What follows belongs to an exercise in optimizing a design on an open flow for small area; a production flow would make more cautious choices.
RTL that was checked went through simulation tests only; none was proved equivalent to the original.
The RTL of runs 1 to 4 was laid out without a check of its function.
No activity file was given, so power comes from the tool's default toggle rates.

--- standard.sh ---
#!/bin/bash
# synth_recipe.tcl (not shown) runs the flow's synth.tcl, then flattens the netlist and writes it again
# the make line also repeats each setting of config.mk as NAME=value (left out here)
make -C /OpenROAD-flow-scripts/flow DESIGN_CONFIG=/design/flow/config.mk WORK_HOME=/design/flow/orfs CLKGATE_MAP_FILE= SYNTH_SCRIPT=/design/flow/synth_recipe.tcl "${@:-finish}"
--- flow/run.sh ---
#!/bin/bash
# The standard layout (standard.sh) with these changes:
#  - synthesis maps adders without the Kogge-Stone carry map and skips the
#    early ABC pass inside yosys synth, so the explicit adder tree is
#    extracted into full/half adder cells as written;
#  - the final ABC mapping uses an area-oriented script (flow/area.abc);
#  - ports are buffered with the smallest buffer instead of a delay buffer;
#  - clock tree: small clock buffers, small sink clusters, no dummy loads.
# make's full output is in flow.log, each step's in orfs/logs.
set -uo pipefail
here=$PWD
export SYNTH_OPERATIONS_ARGS="-noabc"
export BUFFER_PORTS_ARGS="-buffer_cell sky130_fd_sc_hd__buf_1"
export FLOW_SYNTH_TCL=$here/synth_recipe.tcl
export MY_ABC_SCRIPT=$here/flow/area.abc
export CTS_ARGS="-sink_clustering_enable -repair_clock_nets -dont_use_dummy_load -buf_list sky130_fd_sc_hd__clkbuf_4 -sink_clustering_size 12 -sink_clustering_max_diameter 40"
sed "s#SYNTH_SCRIPT=[^ ]*#SYNTH_SCRIPT=$here/flow/my_synth.tcl#" standard.sh > my_standard.sh
bash my_standard.sh > flow.log 2>&1
--- constraint.sdc ---
create_clock -name core_clock -period 7.0 [get_ports {clk}]
set_input_delay 1.4000 -clock core_clock [delete_from_list [all_inputs] [get_ports {clk}]]
set_output_delay 1.4000 -clock core_clock [all_outputs]
set_load 0.01 [all_outputs]
--- config.mk ---
export PLATFORM = sky130hd
export DESIGN_NAME = conv_acc
export DESIGN_NICKNAME = conv_acc
export VERILOG_FILES = /design/flow/design.v
export SDC_FILE = /design/flow/constraint.sdc
export NUM_CORES = 4
export LEC_CHECK = 0
export CAP_MARGIN = 20
export CORE_MARGIN = 2
export CORE_UTILIZATION = 40
export SLEW_MARGIN = 20
--- flow/my_synth.tcl ---
# Wraps the standard flow's synthesis script; only the final ABC mapping script changes
# (area-oriented &dch/&nf mapping of the combinational logic). Registers,
# their names and cell types are left exactly as the standard synthesis.
proc abc {args} {
  set i [lsearch -exact $args -script]
  if {$i >= 0} { lset args [expr {$i + 1}] $::env(MY_ABC_SCRIPT) }
  yosys abc {*}$args
}
source $::env(FLOW_SYNTH_TCL)
--- flow/area.abc ---
&get -n
&st
&dch
&nf -R 1000
&put
--- design.v ---
module conv_mac
(
    input  logic [7:0]  a,
    input  logic [7:0]  b,
    input  logic [15:0] p,
    output logic [15:0] result
);
    logic [15:0] row0;
    logic [15:0] row1;
    logic pp_0_0, pp_0_1, pp_0_2, pp_0_3, pp_0_4, pp_0_5, pp_0_6, pp_0_7, pp_1_0, pp_1_1, pp_1_2, pp_1_3, pp_1_4, pp_1_5, pp_1_6, pp_1_7, ppn_1_7, pp_2_0, pp_2_1, pp_2_2, pp_2_3, pp_2_4, pp_2_5, pp_2_6, pp_2_7, pp_3_0, pp_3_1, pp_3_2, pp_3_3, pp_3_4, pp_3_5, pp_3_6, pp_3_7, pp_4_0, pp_4_1, pp_4_2, pp_4_3, pp_4_4, pp_4_5, pp_4_6, pp_4_7, pp_5_0, pp_5_1, pp_5_2, pp_5_3, pp_5_4, pp_5_5, pp_5_6, pp_5_7, pp_6_0, pp_6_1, pp_6_2, pp_6_3, pp_6_4, pp_6_5, pp_6_6, pp_6_7, pp_7_0, pp_7_1, pp_7_2, pp_7_3, pp_7_4, pp_7_5, pp_7_6, pp_7_7, s1, c2, s3, c4, s5, c6, s7, c8, s9, c10, s11, c12, s13, c14, s15, c16, s17, c18, s19, c20, s21, c22, s23, c24, s25, c26, s27, c28, s29, c30, s31, c32, s33, c34, s35, c36, s37, c38, s39, c40, s41, c42, s43, c44, s45, c46, s47, c48, s49, c50, s51, c52, s53, c54, s55, c56, s57, c58, s59, c60, s61, c62, s63, c64, s65, c66, s67, c68, s69, c70, s71, c72, s73, c74, s75, c76, s77, c78, s79, c80, s81, c82, s83, c84, s85, c86, s87, c88, s89, c90, s91, c92, s93, c94, s95, c96, s97, c98, s99, c100, s101, c102, s103, c104, s105, c106, s107, c108, s109, c110, s111, c112, s113, c114, s115, c116, s117, c118, s119, c120, s121, c122, s123, c124, s125, c126;
    assign pp_0_0     = a[0] & b[0];
    assign pp_0_1     = a[0] & b[1];
    assign pp_0_2     = a[0] & b[2];
    assign pp_0_3     = a[0] & b[3];
    assign pp_0_4     = a[0] & b[4];
    assign pp_0_5     = a[0] & b[5];
    assign pp_0_6     = a[0] & b[6];
    assign pp_0_7     = ~(a[0] & b[7]);
    assign pp_1_0     = a[1] & b[0];
    assign pp_1_1     = a[1] & b[1];
    assign pp_1_2     = a[1] & b[2];
    assign pp_1_3     = a[1] & b[3];
    assign pp_1_4     = a[1] & b[4];
    assign pp_1_5     = a[1] & b[5];
    assign pp_1_6     = a[1] & b[6];
    assign pp_1_7     = a[1] & b[7];
    assign ppn_1_7    = ~(a[1] & b[7]);
    assign pp_2_0     = a[2] & b[0];
    assign pp_2_1     = a[2] & b[1];
    assign pp_2_2     = a[2] & b[2];
    assign pp_2_3     = a[2] & b[3];
    assign pp_2_4     = a[2] & b[4];
    assign pp_2_5     = a[2] & b[5];
    assign pp_2_6     = a[2] & b[6];
    assign pp_2_7     = ~(a[2] & b[7]);
    assign pp_3_0     = a[3] & b[0];
    assign pp_3_1     = a[3] & b[1];
    assign pp_3_2     = a[3] & b[2];
    assign pp_3_3     = a[3] & b[3];
    assign pp_3_4     = a[3] & b[4];
    assign pp_3_5     = a[3] & b[5];
    assign pp_3_6     = a[3] & b[6];
    assign pp_3_7     = ~(a[3] & b[7]);
    assign pp_4_0     = a[4] & b[0];
    assign pp_4_1     = a[4] & b[1];
    assign pp_4_2     = a[4] & b[2];
    assign pp_4_3     = a[4] & b[3];
    assign pp_4_4     = a[4] & b[4];
    assign pp_4_5     = a[4] & b[5];
    assign pp_4_6     = a[4] & b[6];
    assign pp_4_7     = ~(a[4] & b[7]);
    assign pp_5_0     = a[5] & b[0];
    assign pp_5_1     = a[5] & b[1];
    assign pp_5_2     = a[5] & b[2];
    assign pp_5_3     = a[5] & b[3];
    assign pp_5_4     = a[5] & b[4];
    assign pp_5_5     = a[5] & b[5];
    assign pp_5_6     = a[5] & b[6];
    assign pp_5_7     = ~(a[5] & b[7]);
    assign pp_6_0     = a[6] & b[0];
    assign pp_6_1     = a[6] & b[1];
    assign pp_6_2     = a[6] & b[2];
    assign pp_6_3     = a[6] & b[3];
    assign pp_6_4     = a[6] & b[4];
    assign pp_6_5     = a[6] & b[5];
    assign pp_6_6     = a[6] & b[6];
    assign pp_6_7     = ~(a[6] & b[7]);
    assign pp_7_0     = ~(a[7] & b[0]);
    assign pp_7_1     = ~(a[7] & b[1]);
    assign pp_7_2     = ~(a[7] & b[2]);
    assign pp_7_3     = ~(a[7] & b[3]);
    assign pp_7_4     = ~(a[7] & b[4]);
    assign pp_7_5     = ~(a[7] & b[5]);
    assign pp_7_6     = ~(a[7] & b[6]);
    assign pp_7_7     = a[7] & b[7];
    assign s1         = pp_0_5 ^ pp_1_4;
    assign c2         = pp_0_5 & pp_1_4;
    assign s3         = pp_0_6 ^ pp_1_5 ^ pp_2_4;
    assign c4         = (pp_0_6 & pp_1_5) | (pp_0_6 & pp_2_4) | (pp_1_5 & pp_2_4);
    assign s5         = pp_3_3 ^ pp_4_2;
    assign c6         = pp_3_3 & pp_4_2;
    assign s7         = pp_0_7 ^ pp_1_6 ^ pp_2_5;
    assign c8         = (pp_0_7 & pp_1_6) | (pp_0_7 & pp_2_5) | (pp_1_6 & pp_2_5);
    assign s9         = pp_3_4 ^ pp_4_3 ^ pp_5_2;
    assign c10        = (pp_3_4 & pp_4_3) | (pp_3_4 & pp_5_2) | (pp_4_3 & pp_5_2);
    assign s11        = pp_6_1 ^ pp_7_0;
    assign c12        = pp_6_1 & pp_7_0;
    assign s13        = pp_1_7 ^ pp_2_6 ^ pp_3_5;
    assign c14        = (pp_1_7 & pp_2_6) | (pp_1_7 & pp_3_5) | (pp_2_6 & pp_3_5);
    assign s15        = pp_4_4 ^ pp_5_3 ^ pp_6_2;
    assign c16        = (pp_4_4 & pp_5_3) | (pp_4_4 & pp_6_2) | (pp_5_3 & pp_6_2);
    assign s17        = pp_7_1 ^ p[8];
    assign c18        = pp_7_1 & p[8];
    assign s19        = ppn_1_7 ^ pp_2_7 ^ pp_3_6;
    assign c20        = (ppn_1_7 & pp_2_7) | (ppn_1_7 & pp_3_6) | (pp_2_7 & pp_3_6);
    assign s21        = pp_4_5 ^ pp_5_4 ^ pp_6_3;
    assign c22        = (pp_4_5 & pp_5_4) | (pp_4_5 & pp_6_3) | (pp_5_4 & pp_6_3);
    assign s23        = pp_7_2 ^ p[9];
    assign c24        = pp_7_2 & p[9];
    assign s25        = pp_3_7 ^ pp_4_6 ^ pp_5_5;
    assign c26        = (pp_3_7 & pp_4_6) | (pp_3_7 & pp_5_5) | (pp_4_6 & pp_5_5);
    assign s27        = pp_6_4 ^ pp_7_3;
    assign c28        = pp_6_4 & pp_7_3;
    assign s29        = pp_4_7 ^ pp_5_6;
    assign c30        = pp_4_7 & pp_5_6;
    assign s31        = pp_0_3 ^ pp_1_2;
    assign c32        = pp_0_3 & pp_1_2;
    assign s33        = pp_0_4 ^ pp_1_3 ^ pp_2_2;
    assign c34        = (pp_0_4 & pp_1_3) | (pp_0_4 & pp_2_2) | (pp_1_3 & pp_2_2);
    assign s35        = pp_3_1 ^ pp_4_0;
    assign c36        = pp_3_1 & pp_4_0;
    assign s37        = s1 ^ pp_2_3 ^ pp_3_2;
    assign c38        = (s1 & pp_2_3) | (s1 & pp_3_2) | (pp_2_3 & pp_3_2);
    assign s39        = pp_4_1 ^ pp_5_0 ^ p[5];
    assign c40        = (pp_4_1 & pp_5_0) | (pp_4_1 & p[5]) | (pp_5_0 & p[5]);
    assign s41        = c2 ^ s3 ^ s5;
    assign c42        = (c2 & s3) | (c2 & s5) | (s3 & s5);
    assign s43        = pp_5_1 ^ pp_6_0 ^ p[6];
    assign c44        = (pp_5_1 & pp_6_0) | (pp_5_1 & p[6]) | (pp_6_0 & p[6]);
    assign s45        = c4 ^ c6 ^ s7;
    assign c46        = (c4 & c6) | (c4 & s7) | (c6 & s7);
    assign s47        = s9 ^ s11 ^ p[7];
    assign c48        = (s9 & s11) | (s9 & p[7]) | (s11 & p[7]);
    assign s49        = c8 ^ c10 ^ c12;
    assign c50        = (c8 & c10) | (c8 & c12) | (c10 & c12);
    assign s51        = s13 ^ s15 ^ s17;
    assign c52        = (s13 & s15) | (s13 & s17) | (s15 & s17);
    assign s53        = c14 ^ c16 ^ c18;
    assign c54        = (c14 & c16) | (c14 & c18) | (c16 & c18);
    assign s55        = s19 ^ s21 ^ s23;
    assign c56        = (s19 & s21) | (s19 & s23) | (s21 & s23);
    assign s57        = c20 ^ c22 ^ c24;
    assign c58        = (c20 & c22) | (c20 & c24) | (c22 & c24);
    assign s59        = s25 ^ s27 ^ p[10];
    assign c60        = (s25 & s27) | (s25 & p[10]) | (s27 & p[10]);
    assign s61        = c26 ^ c28 ^ s29;
    assign c62        = (c26 & c28) | (c26 & s29) | (c28 & s29);
    assign s63        = pp_6_5 ^ pp_7_4 ^ p[11];
    assign c64        = (pp_6_5 & pp_7_4) | (pp_6_5 & p[11]) | (pp_7_4 & p[11]);
    assign s65        = c30 ^ pp_5_7 ^ pp_6_6;
    assign c66        = (c30 & pp_5_7) | (c30 & pp_6_6) | (pp_5_7 & pp_6_6);
    assign s67        = pp_7_5 ^ p[12];
    assign c68        = pp_7_5 & p[12];
    assign s69        = pp_6_7 ^ pp_7_6;
    assign c70        = pp_6_7 & pp_7_6;
    assign s71        = pp_0_2 ^ pp_1_1;
    assign c72        = pp_0_2 & pp_1_1;
    assign s73        = s31 ^ pp_2_1 ^ pp_3_0;
    assign c74        = (s31 & pp_2_1) | (s31 & pp_3_0) | (pp_2_1 & pp_3_0);
    assign s75        = c32 ^ s33 ^ s35;
    assign c76        = (c32 & s33) | (c32 & s35) | (s33 & s35);
    assign s77        = c34 ^ c36 ^ s37;
    assign c78        = (c34 & c36) | (c34 & s37) | (c36 & s37);
    assign s79        = c38 ^ c40 ^ s41;
    assign c80        = (c38 & c40) | (c38 & s41) | (c40 & s41);
    assign s81        = c42 ^ c44 ^ s45;
    assign c82        = (c42 & c44) | (c42 & s45) | (c44 & s45);
    assign s83        = c46 ^ c48 ^ s49;
    assign c84        = (c46 & c48) | (c46 & s49) | (c48 & s49);
    assign s85        = c50 ^ c52 ^ s53;
    assign c86        = (c50 & c52) | (c50 & s53) | (c52 & s53);
    assign s87        = c54 ^ c56 ^ s57;
    assign c88        = (c54 & c56) | (c54 & s57) | (c56 & s57);
    assign s89        = c58 ^ c60 ^ s61;
    assign c90        = (c58 & c60) | (c58 & s61) | (c60 & s61);
    assign s91        = c62 ^ c64 ^ s65;
    assign c92        = (c62 & c64) | (c62 & s65) | (c64 & s65);
    assign s93        = c66 ^ c68 ^ s69;
    assign c94        = (c66 & c68) | (c66 & s69) | (c68 & s69);
    assign s95        = c70 ^ pp_7_7;
    assign c96        = c70 & pp_7_7;
    assign s97        = pp_0_1 ^ pp_1_0;
    assign c98        = pp_0_1 & pp_1_0;
    assign s99        = s71 ^ pp_2_0 ^ p[2];
    assign c100       = (s71 & pp_2_0) | (s71 & p[2]) | (pp_2_0 & p[2]);
    assign s101       = c72 ^ s73 ^ p[3];
    assign c102       = (c72 & s73) | (c72 & p[3]) | (s73 & p[3]);
    assign s103       = c74 ^ s75 ^ p[4];
    assign c104       = (c74 & s75) | (c74 & p[4]) | (s75 & p[4]);
    assign s105       = c76 ^ s77 ^ s39;
    assign c106       = (c76 & s77) | (c76 & s39) | (s77 & s39);
    assign s107       = c78 ^ s79 ^ s43;
    assign c108       = (c78 & s79) | (c78 & s43) | (s79 & s43);
    assign s109       = c80 ^ s81 ^ s47;
    assign c110       = (c80 & s81) | (c80 & s47) | (s81 & s47);
    assign s111       = c82 ^ s83 ^ s51;
    assign c112       = (c82 & s83) | (c82 & s51) | (s83 & s51);
    assign s113       = c84 ^ s85 ^ s55;
    assign c114       = (c84 & s85) | (c84 & s55) | (s85 & s55);
    assign s115       = c86 ^ s87 ^ s59;
    assign c116       = (c86 & s87) | (c86 & s59) | (s87 & s59);
    assign s117       = c88 ^ s89 ^ s63;
    assign c118       = (c88 & s89) | (c88 & s63) | (s89 & s63);
    assign s119       = c90 ^ s91 ^ s67;
    assign c120       = (c90 & s91) | (c90 & s67) | (s91 & s67);
    assign s121       = c92 ^ s93 ^ p[13];
    assign c122       = (c92 & s93) | (c92 & p[13]) | (s93 & p[13]);
    assign s123       = c94 ^ s95 ^ p[14];
    assign c124       = (c94 & s95) | (c94 & p[14]) | (s95 & p[14]);
    assign s125       = c96 ^ p[15];
    assign c126       = c96 & p[15];
    assign row0 = {c124, c122, c120, c118, c116, c114, c112, c110, c108, c106, c104, c102, c100, c98, s97, pp_0_0};
    assign row1 = {s125, s123, s121, s119, s117, s115, s113, s111, s109, s107, s105, s103, s101, s99, p[1], p[0]};
    logic cc0, cc1, cc10, cc11, cc12, cc2, cc3, cc4, cc5, cc6, cc7, cc8, cc9, cs0, cs1, cs10, cs11, cs12, cs13, cs14, cs15, cs2, cs3, cs4, cs5, cs6, cs7, cs8, cs9, kc0_13, kc0_14, kc0_15, kc1_13, kc1_14, kc1_15, ks0_13, ks0_14, ks0_15, ks1_13, ks1_14, ks1_15;
    assign cs0 = pp_0_0 ^ p[0];
    assign cc0 = pp_0_0 & p[0];
    assign cs1 = s97 ^ p[1] ^ cc0;
    assign cc1 = (s97 & p[1]) | (s97 & cc0) | (p[1] & cc0);
    assign cs2 = c98 ^ s99 ^ cc1;
    assign cc2 = (c98 & s99) | (c98 & cc1) | (s99 & cc1);
    assign cs3 = c100 ^ s101 ^ cc2;
    assign cc3 = (c100 & s101) | (c100 & cc2) | (s101 & cc2);
    assign cs4 = c102 ^ s103 ^ cc3;
    assign cc4 = (c102 & s103) | (c102 & cc3) | (s103 & cc3);
    assign cs5 = c104 ^ s105 ^ cc4;
    assign cc5 = (c104 & s105) | (c104 & cc4) | (s105 & cc4);
    assign cs6 = c106 ^ s107 ^ cc5;
    assign cc6 = (c106 & s107) | (c106 & cc5) | (s107 & cc5);
    assign cs7 = c108 ^ s109 ^ cc6;
    assign cc7 = (c108 & s109) | (c108 & cc6) | (s109 & cc6);
    assign cs8 = c110 ^ s111 ^ cc7;
    assign cc8 = (c110 & s111) | (c110 & cc7) | (s111 & cc7);
    assign cs9 = c112 ^ s113 ^ cc8;
    assign cc9 = (c112 & s113) | (c112 & cc8) | (s113 & cc8);
    assign cs10 = c114 ^ s115 ^ cc9;
    assign cc10 = (c114 & s115) | (c114 & cc9) | (s115 & cc9);
    assign cs11 = c116 ^ s117 ^ cc10;
    assign cc11 = (c116 & s117) | (c116 & cc10) | (s117 & cc10);
    assign cs12 = c118 ^ s119 ^ cc11;
    assign cc12 = (c118 & s119) | (c118 & cc11) | (s119 & cc11);
    assign ks0_13 = c120 ^ s121;
    assign kc0_13 = c120 & s121;
    assign ks0_14 = c122 ^ s123 ^ kc0_13;
    assign kc0_14 = (c122 & s123) | (c122 & kc0_13) | (s123 & kc0_13);
    assign ks0_15 = c124 ^ s125 ^ kc0_14;
    assign kc0_15 = (c124 & s125) | (c124 & kc0_14) | (s125 & kc0_14);
    assign ks1_13 = c120 ^ s121 ^ 1'b1;
    assign kc1_13 = (c120 & s121) | (c120 & 1'b1) | (s121 & 1'b1);
    assign ks1_14 = c122 ^ s123 ^ kc1_13;
    assign kc1_14 = (c122 & s123) | (c122 & kc1_13) | (s123 & kc1_13);
    assign ks1_15 = c124 ^ s125 ^ kc1_14;
    assign kc1_15 = (c124 & s125) | (c124 & kc1_14) | (s125 & kc1_14);
    assign cs13 = cc12 ? ks1_13 : ks0_13;
    assign cs14 = cc12 ? ks1_14 : ks0_14;
    assign cs15 = cc12 ? ks1_15 : ks0_15;
    assign result = {~cs15, cs14, cs13, cs12, cs11, cs10, cs9, cs8, cs7, cs6, cs5, cs4, cs3, cs2, cs1, cs0};
endmodule
module conv_acc
(
    input  logic        clk,
    input  logic        arst_n,
    input  logic        wb_cyc,
    input  logic        wb_stb,
    input  logic        wb_we,
    input  logic [1:0]  wb_adr,
    input  logic [31:0] wb_dat_i,
    output logic        wb_ack,
    output logic [31:0] wb_dat_o
);
    logic        ack;
    logic        access;
    logic        wr_operand;
    logic        rd_result;
    logic        wr_clear;
    logic        push;
    logic        pop;
    logic        res_pop;
    logic        op_full;
    logic        op_empty_bus;
    logic        op_empty_pe;
    logic        res_empty;
    logic [3:0]  bus_lvl;
    logic [3:0]  credit;
    logic [1:0]  push_d;
    logic [4:0]  pop_d;
    logic [1:0]  rpop_d;
    logic [1:0]  pop_2;
    logic        push_2;
    logic        rpop_2;
    logic [2:0]  pe_lag;
    logic [2:0]  res_lag;
    logic        overflow;
    logic        underflow;
    logic        stat_q;
    logic        hit_q;
    logic [3:0]  count;
    logic [15:0] mem [16];
    logic [15:0] sel;
    logic [15:0] rdata;
    logic [15:0] result;
    assign access     = wb_cyc && wb_stb && !ack;
    assign wr_operand = access && wb_we && (wb_adr == 2'd0);
    assign rd_result  = access && !wb_we && (wb_adr == 2'd1);
    assign wr_clear   = access && wb_we && (wb_adr == 2'd3);
    assign pop_2   = {1'b0, pop_d[0]} + {1'b0, pop_d[1]};
    assign push_2  = push_d[0] | push_d[1];
    assign rpop_2  = rpop_d[0] | rpop_d[1];
    assign pe_lag  = {1'b0, pop_2} + {2'd0, push_2};
    assign res_lag = {1'b0, pop_2} + {2'd0, pop_d[2]} + {2'd0, pop_d[3]}
                   + {2'd0, pop_d[4]} + {2'd0, rpop_2};
    assign op_full      = bus_lvl[3];
    assign op_empty_bus = (bus_lvl == 4'd0);
    assign op_empty_pe  = (bus_lvl == {1'b0, pe_lag});
    assign res_empty    = (credit == {1'b0, res_lag});
    assign push    = wr_operand && !op_full;
    assign pop     = !op_empty_pe && !credit[3];
    assign res_pop = rd_result && !res_empty;
    assign hit_q   = rpop_d[0];
    assign count   = bus_lvl + credit - {2'd0, pop_2};
    always_ff @(posedge clk or negedge arst_n) begin
        if (!arst_n) begin
            ack     <= 1'b0;
            push_d  <= '0;
            pop_d   <= '0;
            rpop_d  <= '0;
            bus_lvl <= '0;
            credit  <= '0;
        end else begin
            ack     <= access;
            push_d  <= {push_d[0], push};
            pop_d   <= {pop_d[3:0], pop};
            rpop_d  <= {rpop_d[0], res_pop};
            bus_lvl <= bus_lvl + {3'd0, push} - {3'd0, pop_d[1]};
            credit  <= credit + {3'd0, pop} - {3'd0, rpop_d[1]};
        end
    end
    always_ff @(posedge clk) begin
        stat_q <= access && !wb_we && (wb_adr == 2'd2);
    end
    always_ff @(posedge clk or negedge arst_n) begin
        if (!arst_n) begin
            overflow  <= 1'b0;
            underflow <= 1'b0;
        end else if (wr_clear) begin
            overflow  <= 1'b0;
            underflow <= 1'b0;
        end else begin
            if (wr_operand && op_full) begin
                overflow <= 1'b1;
            end
            if (rd_result && res_empty) begin
                underflow <= 1'b1;
            end
        end
    end
    conv_mac u_mac (
        .a      (wb_dat_i[7:0]),
        .b      (wb_dat_i[15:8]),
        .p      (wb_dat_i[31:16]),
        .result (result)
    );
    always_ff @(posedge clk) begin
        if (push) begin
            mem[0] <= result;
            for (int i = 1; i < 16; i++) begin
                mem[i] <= mem[i - 1];
            end
        end
    end
    always_comb begin
        for (int i = 0; i < 16; i++) begin
            sel[i] = hit_q && (count == 4'(i + 1));
        end
    end
    always_comb begin
        rdata = '0;
        for (int i = 0; i < 16; i++) begin
            rdata = rdata | (mem[i] & {16{sel[i]}});
        end
    end
    assign wb_ack = ack;
    always_comb begin
        wb_dat_o       = '0;
        wb_dat_o[15:0] = rdata;
        wb_dat_o[3:0]  = rdata[3:0]
                       | ({4{stat_q}} & {!res_empty, op_empty_bus, underflow, overflow});
    end
endmodule
==> results_dict.tcl, run 1 <==
set metrics [dict create \
    outcome "timing/DRC/antenna clean" \
    clock-sinks 277 \
    max-cap-violations 0 \
    yosys-top-cells-area "sky130_fd_sc_hd__edfxtp_1, sky130_fd_sc_hd__fa_1, sky130_fd_sc_hd__dfrtp_1" \
    post-dp-hpwl_um 15200 \
    post_synth.cell_area_avg_um2 16.8 \
    post_route_cells_drive_above_1_share 0.138 \
    yosys.cell_types.count 35 \
    detailed_route_wl_um 22000 \
    critical_path_peak_fanout 6 \
    core-area_mm2 0.0304 \
    syn-cell-area_mm2 0.0123 \
    tns_ns 0 \
    worst_slew_pin_tran_ns 0.910 \
    synth.mux.area_fraction 0 \
    finalPower_uw 4160 \
    fp.dieH_um 179 \
    root_buffer_cell "sky130_fd_sc_hd__clkbuf_4" \
    complex_gate_fraction_of_the_synthesized_area 0.0789 \
    synth_enable_flop_cells 256 \
    post-synth-top-count-cell "sky130_fd_sc_hd__edfxtp_1" \
    detailedRoute.firstPassIterationCount 7 \
    power.leakage_uw 0.00458 \
    yosysWarnings 2 \
    final_nets 995 \
    cts-buffers-inserted 37 \
    grt_overflow_total 0 \
    seq_area_mm2 0.00821 \
    fraction_of_synthesized_cell_area_in_xor_and_xnor_cells 0.00927 \
    finalWeightedCongestion 0.819 \
    max_clock_freq_mhz 148 \
    cts-hold-fix-buffers 0 \
    area_delta_synth_final_pct 10.8 \
    start_util 0.404 \
    design.portCount 72 \
    avgRoutedWirePerCell_um 17.6 \
    synth-main-ff-cell "sky130_fd_sc_hd__edfxtp_1" \
    setup.worst_path.start_class "input pin" \
    critPathKind "in2reg" \
    synthAdderAreaFrac 0.145 \
    first_global_vias 6654 \
    grt.total_usage 0.142 \
    design_area_mm2 0.0136 \
    netlist_instances 729 \
    timing.max_slew.rel_slack 0.391 \
    netlist.area_leader.share 0.626 \
    detailedPlace.worstSlack_ns -0.359 \
    pins_over_their_slew_limit 0 \
    end_kind "flop" \
    sequential_share_of_the_synthesized_area 0.668 \
    hold_path_class "reg2reg" \
    cts_max_level 2 \
    antenna_violations_before_repair 2 \
    finalCoreUtilization 0.447 \
    share_of_flip_flops_with_an_asynchronous_set_or_reset_after_synthesis 0.0722 \
    clkTransAtPathRegs_ns 0.12 \
    portion_of_the_clock_cycle_consumed_by_the_worst_path_in_the_final_layout 0.963 \
    grt_pass1_wl_um 35700 \
    setup_repair_after_global_routing_missed_its_margin "false" \
    placed_area_mm2 0.0132 \
    port_buffers 55 \
    die-area_mm2 0.0321 \
    synth-seq-cells 277 \
    placement_rows 64 \
    timing_hold_violations_final 0 \
    synthDominantAreaCellType "sky130_fd_sc_hd__edfxtp_1" \
    grt_start_max_net_pins 165 \
    die-width_um 179 \
    clock_skew_ns 0.0879 \
    post-route-worst-setup-slack_ns 0.259 \
    met2_usage 0.211 \
    initialDrtViolationCount 724 \
    power.density_mw_per_mm2 306 \
    grt.busiest_layer "met1" \
    detail-route-antenna-nets 0 \
    multi_input_area_mm2 0.00392 \
    layout.filler_cells 2751 \
    synth_top_family_by_area "adder cells" \
    grt.met1_usage 0.215 \
    final_period_minus_worst_setup_slack_ns 6.74 \
    drc 0 \
    netlist_top_cells_count "sky130_fd_sc_hd__edfxtp_1, sky130_fd_sc_hd__fa_1, sky130_fd_sc_hd__nand2_1" \
    viasPerCell 5.25 \
    critical_path_arrival_ns 7.10 \
    clock_tree_from_tritoncts "done" \
    via_count_of_the_routed_design 6572 \
    worst-endpoint-required_ns 7.36 \
    insertion_delay_ns 0.65 \
    met3_usage 0.0237 \
    report.final.setup_viol 0 \
    power.ir.vdd_worst_uv 174 \
    ctsLongestPathBuffers 3 \
    post_synth_and_or_nand_nor_area_fraction 0.0701 \
]
area by class of cell:
type                            instances  area share
Timing Repair Buffer                  101      0.0417
Inverter                               35     0.00984
Clock buffer                           37      0.0204
Tap cell                              396      0.0364
Sequential cell                       277       0.604
Antenna cell                            1    0.000184
Multi-Input combinational cell        404       0.288
routing by layer:
layer	wire length (um)	share of wire
met2	9720	0.44
met4	415	0.019
met3	1470	0.067
met1	10400	0.47
met5	0	0
metrics by stage:
stage               cells  hold WS [ns]
floorplan             744         0.347
global placement     1203         0.358
detailed placement   1203         0.364
CTS                  1244         0.360
global route         1251         0.379
finish               1251         0.368
where the power goes:
part | leakage (uW) | internal, uW | switching (uW) | total (uW)
clock | 0.000170 | 245 | 479 | 724
combinational | 0.00185 | 713 | 765 | 1480
sequential | 0.00256 | 1910 | 53.9 | 1960
total | 0.00458 | 2860 | 1300 | 4160
cell usage in the layout (no fill, tap or decap), types with 31 or more instances in the layout:
master and count:
sky130_fd_sc_hd__a221o_1 33, sky130_fd_sc_hd__a222oi_1 39, sky130_fd_sc_hd__and2_0 49, sky130_fd_sc_hd__buf_1 53
sky130_fd_sc_hd__buf_4 45, sky130_fd_sc_hd__clkbuf_4 37, sky130_fd_sc_hd__clkinv_1 31, sky130_fd_sc_hd__edfxtp_1 256
sky130_fd_sc_hd__fa_1 57, sky130_fd_sc_hd__nand2_1 56
sequential cells by signal, summed over array words and instances (netlist names):
signal     flops
pop_d          5
stat_q         1
bus_lvl        4
overflow       1
mem          256
push_d         2
underflow      1
ack            1
credit         4
rpop_d         2
timing repair:
action                                  in CTS  in global routing
pin swaps                                    4                  8
resized for setup                           13                  7
endpoints found under the setup margin       7                  6
setup buffers                                4                  6
worst max-delay path, stage by stage:
cell and delay [ns]:
sky130_fd_sc_hd__buf_1 0.13, sky130_fd_sc_hd__and2_0 0.18, sky130_fd_sc_hd__ha_1 0.32, sky130_fd_sc_hd__fa_1 0.50, sky130_fd_sc_hd__fa_1 0.51, sky130_fd_sc_hd__fa_2 0.36, sky130_fd_sc_hd__fa_2 0.35, sky130_fd_sc_hd__fa_2 0.35
sky130_fd_sc_hd__fa_2 0.37, sky130_fd_sc_hd__fa_2 0.40, sky130_fd_sc_hd__fa_2 0.36, sky130_fd_sc_hd__fa_2 0.40, sky130_fd_sc_hd__fa_2 0.35, sky130_fd_sc_hd__fa_2 0.35, sky130_fd_sc_hd__fa_2 0.37, sky130_fd_sc_hd__nand2_1 0.09
sky130_fd_sc_hd__o21ai_2 0.06, sky130_fd_sc_hd__nor2_1 0.09, sky130_fd_sc_hd__nor2_1 0.05, sky130_fd_sc_hd__xnor2_1 0.11
cell families (layout without fill, tap and decap cells):
kind of cell	after synthesis	in the layout
DFF	277	277
and+or+nand+nor	169	169
AOI/OAI and AO/OA	106	106
adders and majority gates	100	100
buffers and inverters	63	173
xor gates and xnor gates	13	13
other	1	17
path summary, 6_finish.rpt:
kind                              from  slack, ns         end  cells past startpoint
max                        wb_dat_i[1]       0.26  mem[0][15]                     20
min                         mem[11][6]       0.37  mem[12][6]                      0
max reg2reg                        ack       3.95  mem[0][13]                      5
min reg2reg                 mem[11][6]       0.37  mem[12][6]                      0
max in group asynchronous       arst_n       5.86   rpop_d[1]                      1
min in group asynchronous       arst_n       0.73  bus_lvl[1]                      1
==> run 2: changes to the inputs <==
--- a/flow/run.sh
+++ b/flow/run.sh
@@ -7,3 +7,4 @@
 #  - ports are buffered with the smallest buffer instead of a delay buffer;
-#  - clock tree: small clock buffers, small sink clusters, no dummy loads.
+#  - clock tree: small clock buffers, small sink clusters, no dummy loads;
+#  - the constant-zero outputs share one tie cell (from synthesis) instead of one each.
 # make's full output is in flow.log, each step's in orfs/logs.
@@ -15,3 +16,4 @@
 export MY_ABC_SCRIPT=$here/flow/area.abc
-export CTS_ARGS="-sink_clustering_enable -repair_clock_nets -dont_use_dummy_load -buf_list sky130_fd_sc_hd__clkbuf_4 -sink_clustering_size 12 -sink_clustering_max_diameter 40"
+export SKIP_REPAIR_TIE_FANOUT=1
+export CTS_ARGS="-sink_clustering_enable -repair_clock_nets -dont_use_dummy_load -buf_list sky130_fd_sc_hd__clkbuf_4 -sink_clustering_size 10 -sink_clustering_max_diameter 35"
 sed "s#SYNTH_SCRIPT=[^ ]*#SYNTH_SCRIPT=$here/flow/my_synth.tcl#" standard.sh > my_standard.sh
--- a/config.mk
+++ b/config.mk
@@ -9,3 +9,3 @@
 export CORE_MARGIN = 2
-export CORE_UTILIZATION = 40
+export CORE_UTILIZATION = 70
 export SLEW_MARGIN = 20
==> run 2 against run 1 <==
Compared with the run above: maximum frequency is 1.0% lower; die area shrank 42%; critical path depth fell by 3; still clean.
==> results_dict.tcl, run 2 <==
set metrics [dict create \
    outcome "timing/DRC/antenna clean" \
    worst-endpoint-required_ns 5.60 \
    post-synth-top-count-cell "sky130_fd_sc_hd__edfxtp_1" \
    final_nets 986 \
    share_of_flip_flops_with_an_asynchronous_set_or_reset_after_synthesis 0.0722 \
    yosysWarnings 2 \
    worst_slew_pin_tran_ns 0.967 \
    via_count_of_the_routed_design 6742 \
    die-area_mm2 0.0186 \
    post_synth.cell_area_avg_um2 16.8 \
    avgRoutedWirePerCell_um 21.2 \
    comb_power_share 0.378 \
    clock-sinks 277 \
    detailedRoute.firstPassIterationCount 6 \
    timing.hold.worst.start "push_d[0]" \
    area_delta_synth_final_pct 9.20 \
    critical_path_peak_fanout 6 \
    start_util 0.712 \
    reg2reg_depth 12 \
    critPathKind "reg2out" \
    critical_path_buf_inv_count 2 \
    port_buffers 55 \
    rr_endpoint "credit[3]" \
    yosys-top-cells-area "sky130_fd_sc_hd__edfxtp_1, sky130_fd_sc_hd__fa_1, sky130_fd_sc_hd__dfrtp_1" \
    grt_start_max_net_pins 189 \
    grt_pass1_wl_um 35900 \
    layout.cells.most_common "sky130_fd_sc_hd__edfxtp_1" \
    path_cells "ha_4 > fa_1 > inv_2 > fa_2 > fa_2 > xor2_2 > xnor2_2 > or2_4 > nor2_4 > a222oi_1 > nand4_1 > a221o_1 > a221o_1 > a221o_1 > a221o_1 > a221o_1 > buf_2" \
    final_period_minus_worst_setup_slack_ns 6.81 \
    timing_hold_violations_final 0 \
    detailed_route_wl_um 22700 \
    max_clock_freq_mhz 147 \
    finalCoreUtilization 0.778 \
    die-width_um 136 \
    p_int_uw 2940 \
    switching_share 0.325 \
    end_kind "primary output" \
    crit_path_start "pop_d[1]" \
    sequential_share_of_the_synthesized_area 0.668 \
    netlist_instances 729 \
    setup_repair_after_global_routing_missed_its_margin "false" \
    core-area_mm2 0.0172 \
    detailedPlace.worstSlack_ns -0.434 \
    antenna_violations_before_repair 1 \
    finalWeightedCongestion 0.832 \
    post-dp-hpwl_um 15900 \
    grt.total_usage 0.253 \
    count_of_cells_along_the_worst_hold_path 0 \
    max_flop_register "mem" \
    placement_rows 48 \
    power.ir.vdd_worst_uv 345 \
    clkPwrFrac 0.169 \
    synth_enable_flop_cells 256 \
    synth-main-ff-cell "sky130_fd_sc_hd__edfxtp_1" \
    post_route_cells_drive_above_1_share 0.153 \
    root_buffer_cell "sky130_fd_sc_hd__clkbuf_4" \
    post-route-worst-setup-slack_ns 0.191 \
    timing.max_slew.rel_slack 0.355 \
    portion_of_the_clock_cycle_consumed_by_the_worst_path_in_the_final_layout 0.973 \
    insertion_delay_ns 0.65 \
    detail-route-antenna-nets 0 \
    reg2reg_slack_ns 3.87 \
    synth-seq-cells 277 \
    drc 0 \
    grt_overflow_total 0 \
    crit_path_end "wb_dat_o[10]" \
    netlist.area_leader.share 0.626 \
    cp_slowest_cell "sky130_fd_sc_hd__fa_1" \
    rr_startpoint "pop_d[1]" \
    critical_path_arrival_ns 5.41 \
    cts_max_level 2 \
    crit_top_cell "sky130_fd_sc_hd__a221o_1" \
    clock_skew_ns 0.0790 \
    clock_tree_from_tritoncts "done" \
    power.leakage_uw 0.00455 \
    power.density_mw_per_mm2 324 \
    yosys.cell_types.count 35 \
    max_stage_delay_ns 0.51 \
    seqPwrFrac 0.452 \
    viasPerCell 6.30 \
    largestRegisters "mem x256, pop_d x5" \
    clkTransAtPathRegs_ns 0.09 \
    largest_register_ff_count 256 \
    report.final.setup_viol 0 \
    synthDominantAreaCellType "sky130_fd_sc_hd__edfxtp_1" \
    cts-buffers-inserted 39 \
    setup.worst_path.start_class "flop" \
    critPathTopFamily "compound AO/OA/AOI/OAI gates" \
    hold_path_class "reg2reg" \
    cts-hold-fix-buffers 0 \
    design.portCount 72 \
    netlist_top_cells_count "sky130_fd_sc_hd__edfxtp_1, sky130_fd_sc_hd__fa_1, sky130_fd_sc_hd__nand2_1" \
    initialDrtViolationCount 792 \
    power.net_switching_uw 1410 \
    cp.depth 17 \
    max-cap-violations 0 \
    syn-cell-area_mm2 0.0123 \
    layout_common_cells "sky130_fd_sc_hd__edfxtp_1, sky130_fd_sc_hd__fa_1, sky130_fd_sc_hd__nand2_1" \
    fp.dieH_um 136 \
    pins_over_their_slew_limit 0 \
    ctsLongestPathBuffers 3 \
    first_global_vias 6985 \
]
[run 2: cell counts after synthesis]
No cell type changed its count.
[run 2: metrics by stage]
stage / setup TNS (ns) / power, uW / instance area, um^2 / instances / hold slack [ns]
detailed placement: -1.11 / 3330 / 12900 / 1018 / 0.363
CTS: 0 / 4230 / 13300 / 1062 / 0.354
floorplan: -859.83 / 2980 / 12400 / 729 / 0.347
finish: 0 / 4350 / 13400 / 1071 / 0.365
global placement: -0.650 / 3220 / 12900 / 1018 / 0.354
global route: 0 / 4620 / 13400 / 1071 / 0.368
[run 2: layer usage]
metal | wire [um] | GRT usage | vias up
li1 | - | - | 3037
met1 | 9130 | 0.356 | 3386
met2 | 11700 | 0.412 | 282
met3 | 1510 | 0.0433 | 37
met4 | 410 | 0.0799 | 0
met5 | 0 | 0 | -
[run 2: worst min-delay path by stage]
stage                       to  slack (ns)
global route        mem[6][15]        0.37
global placement     push_d[1]        0.35
CTS                 mem[6][15]        0.35
finish               push_d[1]        0.36
detailed placement   push_d[1]        0.36
floorplan            push_d[1]        0.35
[run 2: worst reg2reg max path, cell delays in order (launching register included)]
cell	delay (ns)
sky130_fd_sc_hd__dfrtp_2	0.44
sky130_fd_sc_hd__ha_4	0.27
sky130_fd_sc_hd__ha_1	0.20
sky130_fd_sc_hd__ha_1	0.22
sky130_fd_sc_hd__o22ai_1	0.22
sky130_fd_sc_hd__a21oi_1	0.07
sky130_fd_sc_hd__a31oi_1	0.23
sky130_fd_sc_hd__ha_1	0.20
sky130_fd_sc_hd__clkinv_1	0.07
sky130_fd_sc_hd__fa_1	0.41
sky130_fd_sc_hd__fa_1	0.39
sky130_fd_sc_hd__xnor2_1	0.18
sky130_fd_sc_hd__xnor2_1	0.14
[run 2: timing repair]
item / in CTS / in global routing
pin swaps: 4 / 9
endpoints found under the setup margin: 7 / 7
resized for setup: 13 / 14
setup buffers: 5 / 7
cloned: 0 / 1
[run 2: layout make-up]
class	instances	area [um^2]
Antenna cell	1	2.50
Timing Repair Buffer	104	589
Tap cell	225	282
Fill cell	972	3830
Multi-Input combinational cell	390	3890
Inverter	35	139
Clock buffer	39	293
Sequential cell	277	8210
[run 2: logic make-up after synthesis]
family | Yosys count | synth area share
flops | 277 | 0.668
simple gates | 169 | 0.0701
compound gates | 106 | 0.0789
fa+ha+maj | 100 | 0.145
buf+inv | 63 | 0.0278
xor+xnor | 13 | 0.00927
other cells | 1 | 0.000305
[run 2: power by group through the flow]
stage	clock (uW)	combinational [uW]	sequential, uW
after floorplan	0	985	1990
after global placement	0	1230	2000
after detailed placement	0	1330	2000
after CTS	757	1510	1960
after global routing	813	1830	1980
final	737	1640	1970
==> run 3: changes to the inputs <==
--- a/design.v
+++ b/design.v
@@ -308,3 +308,2 @@
     assign hit_q   = rpop_d[0];
-    assign count   = bus_lvl + credit - {2'd0, pop_2};
     always_ff @(posedge clk or negedge arst_n) begin
@@ -317,2 +316,3 @@
             credit  <= '0;
+            count   <= '0;
         end else begin
@@ -324,2 +324,7 @@
             credit  <= credit + {3'd0, pop} - {3'd0, rpop_d[1]};
+            if (push) begin
+                count <= count + 4'd1;
+            end else if (hit_q) begin
+                count <= count - 4'd1;
+            end
         end
==> run 3 against run 2 <==
Compared with the run above: still clean on timing, DRC and antenna; non-clock buffer count shrank 16; maximum frequency increased by 0.98%; critical path depth up 2; synthesized area increased by 1.1%; register-to-register slack lost 0.09 ns; clock skew grew 0.043 ns; core utilization decreased by 0.52 points; final cell count decreased by 0.37%; first-iteration DRC count is 14% lower; worst hold slack worse by 0.029 ns; sequential cell count grew 4; combinational power is 46% lower; largest cell class unchanged; highest routed layer unchanged.
==> results_dict.tcl, run 3 <==
set metrics [dict create \
    largestRegisters "mem x256, pop_d x5" \
    num_antenna_cells 0 \
    yosys-top-cells-area "sky130_fd_sc_hd__edfxtp_1, sky130_fd_sc_hd__fa_1, sky130_fd_sc_hd__dfrtp_1" \
    clkTransAtPathRegs_ns 0.10 \
    rr_startpoint "pop_d[0]" \
    max_flop_register "mem" \
    layout_common_cells "sky130_fd_sc_hd__edfxtp_1, sky130_fd_sc_hd__nand2_1, sky130_fd_sc_hd__fa_1" \
    yosysWarnings 2 \
    post-route-worst-setup-slack_ns 0.258 \
    cts_max_level 2 \
    post_route_cells_drive_above_1_share 0.112 \
    syn-cell-area_mm2 0.0124 \
    detailedPlace.worstSlack_ns -0.330 \
    pins_over_their_slew_limit 0 \
    final_period_minus_worst_setup_slack_ns 6.74 \
    met3_length_um 1980 \
    reg2reg_depth 12 \
    synthDominantAreaCellType "sky130_fd_sc_hd__edfxtp_1" \
    drc 0 \
    timing.max_slew.rel_slack 0.560 \
    critPathKind "in2reg" \
    post_synth.cell_area_avg_um2 16.7 \
    drt-met1-wl_um 9550 \
    share_of_flip_flops_with_an_asynchronous_set_or_reset_after_synthesis 0.0854 \
    area_delta_synth_final_pct 7.65 \
    critical_path_peak_fanout 6 \
    cts-buffers-inserted 40 \
    grt_overflow_total 0 \
    portion_of_the_clock_cycle_consumed_by_the_worst_path_in_the_final_layout 0.963 \
    yosys.cell_types.count 34 \
    clock_skew_ns 0.122 \
    grt_start_max_net_pins 219 \
    power.density_mw_per_mm2 274 \
    netlist_top_cells_count "sky130_fd_sc_hd__edfxtp_1, sky130_fd_sc_hd__fa_1, sky130_fd_sc_hd__nand2_1" \
    report.final.setup_viol 0 \
    port_buffers 55 \
    ctsLongestPathBuffers 3 \
    initialDrtViolationCount 684 \
    synth_enable_flop_cells 256 \
    worst-endpoint-required_ns 7.32 \
    viasPerCell 6.37 \
    largest_register_ff_count 256 \
    detail-route-antenna-nets 0 \
    die-area_mm2 0.0188 \
    worst_slew_pin_tran_ns 0.658 \
    power.leakage_uw 0.00458 \
    rr_endpoint "credit[3]" \
    end_kind "flop" \
    netlist_instances 742 \
    synth-main-ff-cell "sky130_fd_sc_hd__edfxtp_1" \
    critical_path_arrival_ns 7.07 \
    post-synth-top-count-cell "sky130_fd_sc_hd__edfxtp_1" \
    design.portCount 72 \
    post-dp-hpwl_um 16200 \
    first_global_vias 7046 \
    start_util 0.718 \
    cts-hold-fix-buffers 0 \
    die-width_um 137 \
    grt_pass1_wl_um 36600 \
    wl_met2_um 11300 \
    sequential_share_of_the_synthesized_area 0.669 \
    fp.dieH_um 137 \
    grt.total_usage 0.256 \
    reg2reg_slack_ns 3.78 \
    setup.worst_path.start_class "input pin" \
    synth-seq-cells 281 \
    root_buffer_cell "sky130_fd_sc_hd__clkbuf_4" \
    max_clock_freq_mhz 148 \
    hold_path_class "reg2reg" \
    cts_repair_resize_count 0 \
    layout.cells.most_common "sky130_fd_sc_hd__edfxtp_1" \
    outcome "timing/DRC/antenna clean" \
    setup_repair_after_global_routing_missed_its_margin "false" \
    core-area_mm2 0.0173 \
    tns_ns 0 \
    detailed_route_wl_um 23300 \
    clock-sinks 281 \
    antenna_violations_before_repair 0 \
    placement_rows 48 \
    final_nets 985 \
    power.ir.vdd_worst_uv 347 \
    detailedRoute.firstPassIterationCount 9 \
    sink_of_the_worst_hold_path "mem[3][11]" \
    netlist.area_leader.share 0.619 \
    finalWeightedCongestion 0.824 \
    via_count_of_the_routed_design 6796 \
    insertion_delay_ns 0.65 \
    timing.hold.worst.start "mem[2][11]" \
    post_cts_buffers 0 \
    clock_tree_from_tritoncts "done" \
    count_of_cells_along_the_worst_hold_path 0 \
    topRoutingLayerUsed "met4" \
    max-cap-violations 0 \
    avgRoutedWirePerCell_um 21.8 \
    timing_hold_violations_final 0 \
]
## run 3: cell count changes after synthesis, sizes merged, moves of 3 or more
cell,delta
a221o,+8
a222oi,-4
a22oi,-3
and4,-3
dfrtp,+4
fa,-3
ha,+5
nand2,+6
nand4,-3
nor3,+4
## run 3: how the worst max path moves through the flow
stage,cells after the start,from,endpoint,slack [ns]
finish,19,wb_dat_i[1],mem[0][15],0.26
detailed placement,19,wb_dat_i[1],mem[0][15],-0.33
global placement,20,wb_dat_i[1],mem[0][15],-0.27
floorplan,9,wb_stb,bus_lvl[2],-4.84
CTS,19,wb_dat_i[1],mem[0][15],0.27
global route,19,wb_dat_i[1],mem[0][15],0.07
## run 3: cell families after synthesis
logic type,Yosys count,share of synthesized area
DFF,281,0.669
and+or+nand+nor,169,0.0669
AOI/OAI and AO/OA,114,0.0835
adders and majority gates,102,0.144
buffers and inverters,62,0.0272
xor gates and xnor gates,13,0.00917
other,1,0.000302
## run 3: per-layer routing
layer  up-vias  GRT usage
li1       3054          -
met1      3381      0.367
met2       324      0.415
met3        37     0.0460
met4         0     0.0699
met5         -          0
## run 3: critical path, cell delays in order
cell and delay, ns:
sky130_fd_sc_hd__buf_1 0.12, sky130_fd_sc_hd__and2_0 0.18, sky130_fd_sc_hd__ha_1 0.32, sky130_fd_sc_hd__fa_1 0.47, sky130_fd_sc_hd__fa_1 0.51, sky130_fd_sc_hd__fa_2 0.36, sky130_fd_sc_hd__fa_2 0.37, sky130_fd_sc_hd__fa_2 0.35
sky130_fd_sc_hd__fa_2 0.36, sky130_fd_sc_hd__fa_2 0.40, sky130_fd_sc_hd__fa_2 0.36, sky130_fd_sc_hd__fa_2 0.41, sky130_fd_sc_hd__fa_2 0.35, sky130_fd_sc_hd__fa_2 0.34, sky130_fd_sc_hd__fa_2 0.37, sky130_fd_sc_hd__o21ai_2 0.14
sky130_fd_sc_hd__nor2_1 0.05, sky130_fd_sc_hd__nor2_1 0.12, sky130_fd_sc_hd__xnor2_1 0.08
## run 3: power by group
part / internal (uW) / switching, uW
Clock: 263 / 487
Sequential: 1940 / 81.3
Combinational: 424 / 469
## run 3: final cells by class
type                       instances  area (um^2)
multi-input combinational        399         3860
sequential                       281         8310
fill                            1024         3930
timing repair buffer              88          487
clock buffer                      40          300
tap                              225          282
inverter                          34          129
## run 3: per-stage QoR
stage	instances	power (uW)	cell area (um^2)	hold slack [ns]	utilization
2_1_floorplan	742	2700	12500	0.347	-
3_3_place_gp	1026	2880	13000	0.359	0.754
3_5_place_dp	1026	2960	13000	0.373	0.754
4_1_cts	1066	3710	13300	0.325	0.771
5_1_grt	1067	3900	13400	0.317	0.773
6_report	1067	3660	13400	0.335	0.773
==> run 4: changes to the inputs <==
--- a/design.v
+++ b/design.v
@@ -203,3 +203,3 @@
     assign row1 = {s125, s123, s121, s119, s117, s115, s113, s111, s109, s107, s105, s103, s101, s99, p[1], p[0]};
-    logic cc0, cc1, cc10, cc11, cc12, cc2, cc3, cc4, cc5, cc6, cc7, cc8, cc9, cs0, cs1, cs10, cs11, cs12, cs13, cs14, cs15, cs2, cs3, cs4, cs5, cs6, cs7, cs8, cs9, kc0_13, kc0_14, kc0_15, kc1_13, kc1_14, kc1_15, ks0_13, ks0_14, ks0_15, ks1_13, ks1_14, ks1_15;
+    logic cc0, cc1, cc10, cc2, cc3, cc4, cc5, cc6, cc7, cc8, cc9, cs0, cs1, cs10, cs11, cs12, cs13, cs14, cs15, cs2, cs3, cs4, cs5, cs6, cs7, cs8, cs9, kc0_11, kc0_12, kc0_13, kc0_14, kc0_15, kc1_11, kc1_12, kc1_13, kc1_14, kc1_15, ks0_11, ks0_12, ks0_13, ks0_14, ks0_15, ks1_11, ks1_12, ks1_13, ks1_14, ks1_15;
     assign cs0 = pp_0_0 ^ p[0];
@@ -226,8 +226,8 @@
     assign cc10 = (c114 & s115) | (c114 & cc9) | (s115 & cc9);
-    assign cs11 = c116 ^ s117 ^ cc10;
-    assign cc11 = (c116 & s117) | (c116 & cc10) | (s117 & cc10);
-    assign cs12 = c118 ^ s119 ^ cc11;
-    assign cc12 = (c118 & s119) | (c118 & cc11) | (s119 & cc11);
-    assign ks0_13 = c120 ^ s121;
-    assign kc0_13 = c120 & s121;
+    assign ks0_11 = c116 ^ s117;
+    assign kc0_11 = c116 & s117;
+    assign ks0_12 = c118 ^ s119 ^ kc0_11;
+    assign kc0_12 = (c118 & s119) | (c118 & kc0_11) | (s119 & kc0_11);
+    assign ks0_13 = c120 ^ s121 ^ kc0_12;
+    assign kc0_13 = (c120 & s121) | (c120 & kc0_12) | (s121 & kc0_12);
     assign ks0_14 = c122 ^ s123 ^ kc0_13;
@@ -236,4 +236,8 @@
     assign kc0_15 = (c124 & s125) | (c124 & kc0_14) | (s125 & kc0_14);
-    assign ks1_13 = c120 ^ s121 ^ 1'b1;
-    assign kc1_13 = (c120 & s121) | (c120 & 1'b1) | (s121 & 1'b1);
+    assign ks1_11 = c116 ^ s117 ^ 1'b1;
+    assign kc1_11 = (c116 & s117) | (c116 & 1'b1) | (s117 & 1'b1);
+    assign ks1_12 = c118 ^ s119 ^ kc1_11;
+    assign kc1_12 = (c118 & s119) | (c118 & kc1_11) | (s119 & kc1_11);
+    assign ks1_13 = c120 ^ s121 ^ kc1_12;
+    assign kc1_13 = (c120 & s121) | (c120 & kc1_12) | (s121 & kc1_12);
     assign ks1_14 = c122 ^ s123 ^ kc1_13;
@@ -242,5 +246,7 @@
     assign kc1_15 = (c124 & s125) | (c124 & kc1_14) | (s125 & kc1_14);
-    assign cs13 = cc12 ? ks1_13 : ks0_13;
-    assign cs14 = cc12 ? ks1_14 : ks0_14;
-    assign cs15 = cc12 ? ks1_15 : ks0_15;
+    assign cs11 = cc10 ? ks1_11 : ks0_11;
+    assign cs12 = cc10 ? ks1_12 : ks0_12;
+    assign cs13 = cc10 ? ks1_13 : ks0_13;
+    assign cs14 = cc10 ? ks1_14 : ks0_14;
+    assign cs15 = cc10 ? ks1_15 : ks0_15;
     assign result = {~cs15, cs14, cs13, cs12, cs11, cs10, cs9, cs8, cs7, cs6, cs5, cs4, cs3, cs2, cs1, cs0};
==> run 4 against run 3 <==
Compared with the run above: still clean; sequential cell count unchanged; cell area is 0.22% higher; worst hold slack got worse by 0.0021 ns; sequential share of layout area down 0.14 points; routed wire length shrank 0.83%; non-clock buffer count rose by 3; die area is 0.27% higher; combinational power grew 3.1%; synthesized cell count grew 0.81%; critical path type unchanged; largest cell class unchanged; largest power group unchanged.
==> results_dict.tcl, run 4 <==
set metrics [dict create \
    outcome "timing/DRC/antenna clean" \
    post_synth_and_or_nand_nor_area_fraction 0.0661 \
    critPathTopFamily "adder cells" \
    power.leakage_uw 0.00461 \
    finalWeightedCongestion 0.894 \
    report.final.setup_viol 0 \
    root_buffer_cell "sky130_fd_sc_hd__clkbuf_4" \
    worst_slew_pin_tran_ns 1.09 \
    rr_endpoint "credit[3]" \
    netlist_instances 748 \
    clock_tree_from_tritoncts "done" \
    met2_usage 0.404 \
    yosysWarnings 2 \
    insertion_delay_ns 0.63 \
    max-cap-violations 0 \
    setup_repair_after_global_routing_missed_its_margin "false" \
    synthAdderAreaFrac 0.142 \
    antenna_violations_before_repair 1 \
    die-width_um 137 \
    critical_path_peak_fanout 4 \
    layout_common_cells "sky130_fd_sc_hd__edfxtp_1, sky130_fd_sc_hd__nand2_1, sky130_fd_sc_hd__fa_1" \
    final_period_minus_worst_setup_slack_ns 6.72 \
    critPathKind "in2reg" \
    grt.met1_usage 0.368 \
    netlist.area_leader.share 0.617 \
    end_kind "flop" \
    post-route-worst-setup-slack_ns 0.278 \
    placement_rows 48 \
    avgRoutedWirePerCell_um 21.4 \
    yosys-top-cells-area "sky130_fd_sc_hd__edfxtp_1, sky130_fd_sc_hd__fa_1, sky130_fd_sc_hd__dfrtp_1" \
    initialDrtViolationCount 737 \
    detailedPlace.worstSlack_ns -0.304 \
    crit_top_cell "sky130_fd_sc_hd__fa_2" \
    die-area_mm2 0.0189 \
    cts_max_level 2 \
    core-area_mm2 0.0174 \
    grt.busiest_layer "met2" \
    port_buffers 55 \
    finalPower_uw 3690 \
    layout.cells.most_common "sky130_fd_sc_hd__edfxtp_1" \
    path_cells "buf_1 > and2_0 > ha_1 > fa_1 > fa_1 > fa_2 > fa_2 > fa_2 > fa_2 > fa_2 > fa_2 > fa_2 > fa_2 > nand2_1 > o21ai_1 > o21ba_1 > o21bai_1 > a21oi_1 > xnor2_1" \
    grt.total_usage 0.257 \
    fp.dieH_um 137 \
    first_global_vias 7057 \
    cts-buffers-inserted 40 \
    via_count_of_the_routed_design 6893 \
    rr_startpoint "pop_d[0]" \
    detailed_route_wl_um 23100 \
    worst_hold_slack_after_final_layout_ns 0.333 \
    grt_pass1_wl_um 36400 \
    setup.worst_path.start_class "input pin" \
    post-synth-top-count-cell "sky130_fd_sc_hd__edfxtp_1" \
    synth-main-ff-cell "sky130_fd_sc_hd__edfxtp_1" \
    timing.max_slew.rel_slack 0.276 \
    tns_ns 0 \
    worst-endpoint-required_ns 7.29 \
    final_nets 994 \
    grt_start_max_net_pins 216 \
    yosys.cell_types.count 37 \
    post_cts_buffers 0 \
    critical_path_arrival_ns 7.01 \
    share_of_flip_flops_with_an_asynchronous_set_or_reset_after_synthesis 0.0854 \
    fraction_of_synthesized_cell_area_in_xor_and_xnor_cells 0.0106 \
    viasPerCell 6.40 \
    post_synth.cell_area_avg_um2 16.6 \
    area_delta_synth_final_pct 7.60 \
    post-dp-hpwl_um 16000 \
    layout.filler_cells 996 \
    reg2reg_depth 12 \
    start_util 0.717 \
    largestRegisters "mem x256, pop_d x5" \
    power.density_mw_per_mm2 275 \
    clock-sinks 281 \
    synth-seq-cells 281 \
    ctsLongestPathBuffers 3 \
    max_flop_register "mem" \
    count_of_cells_along_the_worst_hold_path 0 \
    detail-route-antenna-nets 0 \
    detailedRoute.firstPassIterationCount 10 \
    largest_register_ff_count 256 \
    sink_of_the_worst_hold_path "mem[1][8]" \
    reg2reg_slack_ns 3.92 \
    synthDominantAreaCellType "sky130_fd_sc_hd__edfxtp_1" \
    clkTransAtPathRegs_ns 0.10 \
    max_stage_delay_ns 0.52 \
    timing.hold.worst.start "mem[0][8]" \
    grt_overflow_total 0 \
    cts_repair_resize_count 0 \
    syn-cell-area_mm2 0.0125 \
    cp_slowest_cell "sky130_fd_sc_hd__fa_1" \
    drc 0 \
    timing_hold_violations_final 0 \
    max_clock_freq_mhz 149 \
    post_route_cells_drive_above_1_share 0.110 \
    portion_of_the_clock_cycle_consumed_by_the_worst_path_in_the_final_layout 0.960 \
    met3_usage 0.0522 \
    synth_enable_flop_cells 256 \
    hold_path_class "reg2reg" \
    sequential_share_of_the_synthesized_area 0.667 \
    complex_gate_fraction_of_the_synthesized_area 0.0858 \
    synth.mux.area_fraction 0 \
    netlist_top_cells_count "sky130_fd_sc_hd__edfxtp_1, sky130_fd_sc_hd__fa_1, sky130_fd_sc_hd__nand2_1" \
    synth_top_family_by_area "adder cells" \
    design.portCount 72 \
    critical_path_buf_inv_count 1 \
    cts-hold-fix-buffers 0 \
    clock_skew_ns 0.117 \
    power.ir.vdd_worst_uv 236 \
    pins_over_their_slew_limit 0 \
]
==> run 4: logic make-up after synthesis <==
family,Yosys count
other,1
adders and majority gates,102
AOI/OAI and AO/OA,119
xor gates and xnor gates,15
buffers and inverters,64
and+or+nand+nor,166
DFF,281
==> run 4: worst max path at each step <==
stage	start	cells after the start	end	slack, ns
6_report	wb_dat_i[1]	19	mem[0][15]	0.28
5_1_grt	wb_dat_i[1]	19	mem[0][15]	0.08
4_1_cts	wb_dat_i[1]	19	mem[0][15]	0.30
3_5_place_dp	wb_dat_i[1]	19	mem[0][15]	-0.30
3_3_place_gp	wb_dat_i[1]	19	mem[0][15]	-0.20
2_1_floorplan	wb_stb	9	bus_lvl[2]	-4.84
==> run 4: final cells by class <==
class	instances	area, um^2	area share
inverters	36	136	0.0102
well taps	225	282	0.0210
multi-input cells	403	3880	0.290
repair buffers	91	489	0.0365
diodes	1	2.50	0.000187
flip-flops and latches	281	8310	0.620
clock buffers	40	300	0.0224
==> run 4: where the power goes <==
part	total [uW]	internal, uW	switching, uW
registers	2020	1940	81.8
logic	921	453	469
clock network	743	263	480
total	3690	2660	1030
==> run 4: stage by stage <==
step           instance area (um^2)  instances   util
6_report                      13400       1077  0.772
5_1_grt                       13400       1077  0.772
4_1_cts                       13400       1076  0.772
3_5_place_dp                  13100       1036  0.754
3_3_place_gp                  13100       1036  0.754
2_1_floorplan                 12500        748      -
==> run 4: worst register-to-register path, cell delays in order (launching register included) <==
cell and delay [ns]:
sky130_fd_sc_hd__dfrtp_1 0.43, sky130_fd_sc_hd__ha_1 0.35, sky130_fd_sc_hd__ha_1 0.21, sky130_fd_sc_hd__ha_1 0.20, sky130_fd_sc_hd__o22ai_1 0.15, sky130_fd_sc_hd__a21oi_1 0.06
sky130_fd_sc_hd__a31oi_1 0.23, sky130_fd_sc_hd__ha_1 0.18, sky130_fd_sc_hd__clkinv_1 0.08, sky130_fd_sc_hd__fa_1 0.41, sky130_fd_sc_hd__fa_1 0.39, sky130_fd_sc_hd__xnor2_1 0.17
sky130_fd_sc_hd__xnor2_1 0.14
==> run 4: per-layer routing <==
| layer | share of wire | vias to the layer above |
|---|---|---|
| met1 | 0.42 | 3451 |
| met3 | 0.078 | 48 |
| met5 | 0 | - |
| li1 | - | 3089 |
| met4 | 0.023 | 0 |
| met2 | 0.48 | 305 |
==> run 5: changes to the inputs <==
--- a/design.v
+++ b/design.v
@@ -314,2 +314,3 @@
     assign hit_q   = rpop_d[0];
+    assign count   = bus_lvl + credit - {2'd0, pop_2};
     always_ff @(posedge clk or negedge arst_n) begin
@@ -322,3 +323,2 @@
             credit  <= '0;
-            count   <= '0;
         end else begin
@@ -330,7 +330,2 @@
             credit  <= credit + {3'd0, pop} - {3'd0, rpop_d[1]};
-            if (push) begin
-                count <= count + 4'd1;
-            end else if (hit_q) begin
-                count <= count - 4'd1;
-            end
         end
==> flow/area.abc (replaced) <==
&get -n
&st
&dch
&nf -R 1000
&put
buffer -c
topo
stime -c
upsize -c
dnsize -c
==> run 5 against run 4 <==
Compared with the run above: still clean on timing, DRC and antenna; via count is 1.7% lower; setup slack got worse by 0.020 ns; sequential cell count fell by 4; combinational power increased by 64%; sequential power is 2% lower; cell area shrank 1.2%; worst hold slack better by 0.044 ns; clock skew fell by 0.030 ns; count of clock-buffer cells in the layout down 2; synthesized cell count is 0.67% higher; synthesized area is 0.64% lower; largest power group unchanged.
==> results_dict.tcl, run 5 <==
set metrics [dict create \
    outcome "timing/DRC/antenna clean" \
    grt_start_max_net_pins 209 \
    layout_common_cells "sky130_fd_sc_hd__edfxtp_1, sky130_fd_sc_hd__fa_1, sky130_fd_sc_hd__buf_1" \
    largestRegisters "mem x256, pop_d x5" \
    detailedPlace.worstSlack_ns -0.319 \
    placed_area_mm2 0.0129 \
    grt.total_usage 0.253 \
    netlist_top_cells_count "sky130_fd_sc_hd__edfxtp_1, sky130_fd_sc_hd__fa_1, sky130_fd_sc_hd__and2_1, sky130_fd_sc_hd__nand2_1, sky130_fd_sc_hd__a222oi_1" \
    viasPerCell 6.40 \
    clkPwrFrac 0.172 \
    die-width_um 137 \
    crit_path_start "wb_dat_i[1]" \
    design.portCount 72 \
    setup_repair_after_global_routing_missed_its_margin "false" \
    share_of_flip_flops_with_an_asynchronous_set_or_reset_after_synthesis 0.0722 \
    yosys-top-cells-area "sky130_fd_sc_hd__edfxtp_1, sky130_fd_sc_hd__fa_1, sky130_fd_sc_hd__dfrtp_1" \
    layout.cells.most_common "sky130_fd_sc_hd__edfxtp_1" \
    syn-cell-area_mm2 0.0124 \
    via_count_of_the_routed_design 6779 \
    layout.filler_cells 1002 \
    grt.met1_usage 0.370 \
    netlist.area_leader.share 0.621 \
    sink_of_the_worst_hold_path "push_d[1]" \
    first_global_vias 6861 \
    worst_slew_pin_tran_ns 1.11 \
    cts_max_level 2 \
    max_flop_register "mem" \
    finalWeightedCongestion 0.861 \
    seqPwrFrac 0.468 \
    timing_hold_violations_final 0 \
    netlist_instances 753 \
    power.net_switching_uw 1340 \
    detailedRoute.firstPassIterationCount 9 \
    met2_usage 0.394 \
    worst_hold_slack_after_final_layout_ns 0.378 \
    synth_enable_flop_cells 256 \
    largest_register_ff_count 256 \
    grt_pass1_wl_um 35900 \
    max-cap-violations 0 \
    switching_share 0.319 \
    clock_tree_from_tritoncts "done" \
    reg2reg_depth 10 \
    synthDominantAreaCellType "sky130_fd_sc_hd__edfxtp_1" \
    port_buffers 55 \
    power.ir.vdd_worst_uv 401 \
    max_clock_freq_mhz 148 \
    p_int_uw 2870 \
    layout.cells.non_filler 1060 \
    initialDrtViolationCount 867 \
    met3_usage 0.0522 \
    insertion_delay_ns 0.60 \
    post_synth.cell_area_avg_um2 16.4 \
    portion_of_the_clock_cycle_consumed_by_the_worst_path_in_the_final_layout 0.963 \
    detail-route-antenna-nets 0 \
    grt.busiest_layer "met2" \
    area_delta_synth_final_pct 7.04 \
    grt_overflow_total 0 \
    count_of_cells_along_the_worst_hold_path 0 \
    rr_endpoint "credit[3]" \
    root_buffer_cell "sky130_fd_sc_hd__clkbuf_4" \
    ctsLongestPathBuffers 3 \
    setup.worst_path.start_class "input pin" \
    start_util 0.715 \
    power.density_mw_per_mm2 318 \
    clock_skew_ns 0.0873 \
    clkTransAtPathRegs_ns 0.09 \
    fp.dieH_um 137 \
    report.final.setup_viol 0 \
    final_nets 975 \
    core-area_mm2 0.0173 \
    synth-main-ff-cell "sky130_fd_sc_hd__edfxtp_1" \
]
-- run 5: critical path, cell delays in order --
cell                       delay, ns
sky130_fd_sc_hd__buf_1          0.11
sky130_fd_sc_hd__and2_1         0.17
sky130_fd_sc_hd__ha_1           0.30
sky130_fd_sc_hd__fa_1           0.48
sky130_fd_sc_hd__fa_1           0.51
sky130_fd_sc_hd__fa_2           0.37
sky130_fd_sc_hd__fa_2           0.42
sky130_fd_sc_hd__fa_2           0.41
sky130_fd_sc_hd__fa_2           0.41
sky130_fd_sc_hd__fa_2           0.41
sky130_fd_sc_hd__fa_2           0.41
sky130_fd_sc_hd__fa_2           0.41
sky130_fd_sc_hd__fa_2           0.42
sky130_fd_sc_hd__nand2_1        0.08
sky130_fd_sc_hd__o21ai_1        0.07
sky130_fd_sc_hd__o21ba_2        0.21
sky130_fd_sc_hd__o21bai_1       0.22
sky130_fd_sc_hd__a21oi_1        0.13
sky130_fd_sc_hd__xnor2_1        0.13
-- run 5: power by group through the flow --
stage                     Clock, uW  Combinational [uW]  Sequential (uW)
final                           724                1510             1970
after global routing            801                1680             1980
after CTS                       741                1390             1970
after detailed placement          0                1390             2000
after global placement            0                1300             2000
after floorplan                   0                1040             1990
-- run 5: kinds of logic after synthesis --
family	synth area share
compound gates	0.0801
xor+xnor	0.0112
fa+ha+maj	0.143
buf+inv	0.0325
flops	0.663
other cells	0.000303
simple gates	0.0695
-- run 5: area by class of cell --
cell class / instances / share of cell area
tap: 225 / 0.0213
clock buffer: 38 / 0.0215
antenna: 1 / 0.000189
timing repair buffer: 87 / 0.0348
multi-input combinational: 397 / 0.292
sequential: 277 / 0.620
inverter: 35 / 0.00992
-- run 5: layer usage --
layer,vias up,share of wire
li1,3027,-
met1,3395,0.42
met2,320,0.50
met3,37,0.071
met4,0,0.016
met5,-,0
-- run 5: per-stage QoR --
step           setup TNS [ns]   util
2_1_floorplan         -859.45      -
3_3_place_gp           -0.393  0.746
3_5_place_dp           -0.695  0.746
4_1_cts                     0  0.762
5_1_grt                     0  0.766
6_report                    0  0.766
-- run 5: repair_timing --
item | CTS | global route
hold buffers | 0 | 0
buffers inserted | 0 | 2
endpoints found under the setup margin | 0 | 3
resized for setup | 0 | 9
-- run 5: worst max-delay path by stage --
| stage | end | slack, ns | cells after the start |
|---|---|---|---|
| 2_1_floorplan | bus_lvl[2] | -4.57 | 9 |
| 3_3_place_gp | mem[0][15] | -0.19 | 19 |
| 3_5_place_dp | mem[0][15] | -0.32 | 19 |
| 4_1_cts | wb_dat_o[14] | 0.03 | 17 |
| 5_1_grt | wb_dat_o[14] | 0.02 | 17 |
| 6_report | mem[0][15] | 0.26 | 19 |

Re-timed with assumed drivers on the ports (clkbuf_16 on the clock, buf_2 on other inputs), run 5 has 0.278 ns of setup slack against 0.258 ns with ideal ports, and -0.348 ns once port delays also move by the mid clock arrival of 0.625 ns.
